Background: an optimization exercise with open tools, aiming at small area, a short achievable clock period and few clock cycles per item. Do not read the settings as production practice.
Function was checked by simulation only, so behaviour that the tests miss may differ from the original.

Design joint_angle_cosine, start of the top module:
module joint_angle_cosine (
    input  logic                         i_clk,
    input  logic                         i_rst_n,
    input  logic                         i_pt_valid,
    output logic                         o_pt_ready,
    input  logic signed [COORD_BITS-1:0] i_end1_x,
    input  logic signed [COORD_BITS-1:0] i_end1_y,
    input  logic signed [COORD_BITS-1:0] i_end1_z,
    input  logic signed [COORD_BITS-1:0] i_vertex_x,
    input  logic signed [COORD_BITS-1:0] i_vertex_y,
    input  logic signed [COORD_BITS-1:0] i_vertex_z,
    input  logic signed [COORD_BITS-1:0] i_end2_x,
    input  logic signed [COORD_BITS-1:0] i_end2_y,
    input  logic signed [COORD_BITS-1:0] i_end2_z,
    output logic                         o_cos_valid,
    input  logic                         i_cos_ready,
    output logic signed [COS_BITS-1:0]   o_cos_cosine_q14,
    output logic                         o_cos_degenerate
);
Size: about 17000 cells after synthesis, roughly 3700 flip-flops, about 170 I/O pins, roughly 200000 µm² of cells after synthesis.
==> flow/config.mk <==
export PLATFORM = sky130hd
export DESIGN_NAME = joint_angle_cosine
export DESIGN_NICKNAME = joint_angle_cosine
export VERILOG_FILES = /design/flow/design.v
export SDC_FILE = /design/flow/constraint.sdc
export NUM_CORES = 4
export LEC_CHECK = 0
export CAP_MARGIN = 20
export CORE_MARGIN = 2
export CORE_UTILIZATION = 55
export CTS_BUF_LIST = sky130_fd_sc_hd__clkbuf_16
export CTS_CLUSTER_DIAMETER = 110
export CTS_CLUSTER_SIZE = 22
export SETUP_SLACK_MARGIN = 3.8
export SLEW_MARGIN = 20
export SYNTH_HIERARCHICAL = 1
==> flow/constraint.sdc <==
create_clock -name core_clock -period 7.0 [get_ports {i_clk}]
set_input_delay 1.4000 -clock core_clock [delete_from_list [all_inputs] [get_ports {i_clk}]]
set_output_delay 1.4000 -clock core_clock [all_outputs]
set_load 0.01 [all_outputs]
run.sh (not shown) runs the stock make flow with config.mk's settings and CLKGATE_MAP_FILE= SYNTH_SCRIPT=/design/flow/synth_recipe.tcl, a recipe that flattens the netlist after the stock synthesis.
Testbench counts at the start, summed over its fixed seeds: cycles 4,124, items 4,000.
Change:
CORE_UTILIZATION = 38   (was 55)
CTS_CLUSTER_DIAMETER = 130   (was 110)
CTS_CLUSTER_SIZE = 26   (was 22)
SETUP_SLACK_MARGIN = 3.6   (was 3.8)
Effect:
- wire length came out lower by 6.7%
- design area goes down by 3.2%
- global-route usage shrinks by 10 points
- synthesized area is unchanged
- setup slack improved by 0.097 ns
- die area is higher by 44%
- critical path depth is unchanged
- clock-buffer cell count went down by 29
- final cell count rises by 7.0%
Change:
CORE_UTILIZATION = 55   (was 38)
=> The changed run finished clean. Final area shrinks by 0.64%. Wire length climbs by 2.6%. Clock skew drops by 0.013 ns. Maximum frequency decreases by 3.1%.
Change:
CTS_CLUSTER_DIAMETER = 110   (was 130)
CTS_CLUSTER_SIZE = 22   (was 26)
After rerunning:
- count of clock-buffer cells in the layout is higher by 25
- worst setup slack got worse by 0.041 ns
- sequential cell count stays the same
- synthesized cell count is unchanged
- final area hardly moves
- utilization is higher by 0.16 points
Change:
CORE_UTILIZATION = 45   (was 55)
CTS_CLUSTER_DIAMETER = 130   (was 110)
CTS_CLUSTER_SIZE = 26   (was 22)
- final area drops by 0.40%
- setup slack gets better by 0.054 ns
- non-clock buffer count is lower by 82
- critical path depth came out lower by 9
- register-to-register slack improves by 0.05 ns

* * *

== main ==
Starting RTL as in the previous note.
==> flow/design.v (excerpt) <==
module joint_angle_cosine (
    input  logic                         i_clk,
    input  logic                         i_rst_n,
    input  logic                         i_pt_valid,
    output logic                         o_pt_ready,
    input  logic signed [COORD_BITS-1:0] i_end1_x,
    input  logic signed [COORD_BITS-1:0] i_end1_y,
    input  logic signed [COORD_BITS-1:0] i_end1_z,
    input  logic signed [COORD_BITS-1:0] i_vertex_x,
    input  logic signed [COORD_BITS-1:0] i_vertex_y,
    input  logic signed [COORD_BITS-1:0] i_vertex_z,
    input  logic signed [COORD_BITS-1:0] i_end2_x,
    input  logic signed [COORD_BITS-1:0] i_end2_y,
    input  logic signed [COORD_BITS-1:0] i_end2_z,
    output logic                         o_cos_valid,
    input  logic                         i_cos_ready,
    output logic signed [COS_BITS-1:0]   o_cos_cosine_q14,
    output logic                         o_cos_degenerate
);
clock: 7.0 ns
lec_check: 0
cap_margin: 20
core_margin: 2
core_utilization: 55
cts_buf_list: sky130_fd_sc_hd__clkbuf_16
cts_cluster_diameter: 100
cts_cluster_size: 20
setup_slack_margin: 3.3
slew_margin: 20
synth_hierarchical: 1
Testbench counts of main, summed over its fixed seeds: cycles 4,124, items 4,000.
Here is what was changed in the inputs of the feature branch compared with main.
- SETUP_SLACK_MARGIN now 3.5, was 3.3
Results
The feature branch: no failed stages, no open violations at the end. Looking at post-layout worst setup margin, the feature branch sits 0.14 ns above main. Cmp the feature branch and main / via count of the first global-routing pass / lower: main. Comparing the feature branch and main, the higher maximum number of pins on one net before global-route repair was measured on the feature branch. The feature branch vs. main: post-route worst hold slack +0.038 ns; met1 routing resource usage after global routing -0.70 points; fraction of area in registers -0.49 points; utilization of the core after routing +0.99 points. Cmp the feature branch and main / peak fanout along the critical path / lower: the feature branch. The feature branch vs main on wire length: the feature branch is the higher one.

port drivers added, routing unchanged:
No port has a modelled driver above. Below, the same layouts with a new extraction and two added sets of constraints. Step 1 (the two cells are an assumption about what drives the block):
set clk [get_ports {i_clk}]
set_driving_cell -lib_cell sky130_fd_sc_hd__clkbuf_16 $clk
set_driving_cell -lib_cell sky130_fd_sc_hd__buf_2 [delete_from_list [all_inputs] $clk]
Step 2, shift: input delay + t, output delay - t, t = (earliest + latest rising clock arrival at the registers) / 2. This alone moves slack from input paths to output paths. Slacks: no drivers / after step 1 / after step 2; pairs: no drivers / after step 1.
| run | t (ns) | setup slack, ns | hold slack, ns |
|---|---|---|---|
| the first run of note 1 | 1.034 | 3.482 / 3.482 / 3.140 | 0.294 / 0.294 / 0.294 |
| the second run of note 1 | 1.034 | 3.579 / 3.579 / 2.987 | 0.242 / 0.242 / 0.242 |
| the third run of note 1 | 1.020 | 3.470 / 3.470 / 2.981 | 0.286 / 0.286 / 0.286 |
| the fourth run of note 1 | 1.031 | 3.429 / 3.429 / 2.969 | 0.269 / 0.269 / 0.269 |
| the fifth run of note 1 | 1.034 | 3.483 / 3.483 / 2.776 | 0.272 / 0.272 / 0.272 |
| main | 1.036 | 3.228 / 3.228 / 2.648 | 0.262 / 0.262 / 0.262 |
| the feature branch | 1.023 | 3.368 / 3.368 / 2.726 | 0.300 / 0.300 / 0.300 |
After both steps every run listed still meets setup and hold. For the fifth run of note 1, which loses most, drivers alone change the setup slack by 0.000 ns; drivers and shift together by -0.707 ns.
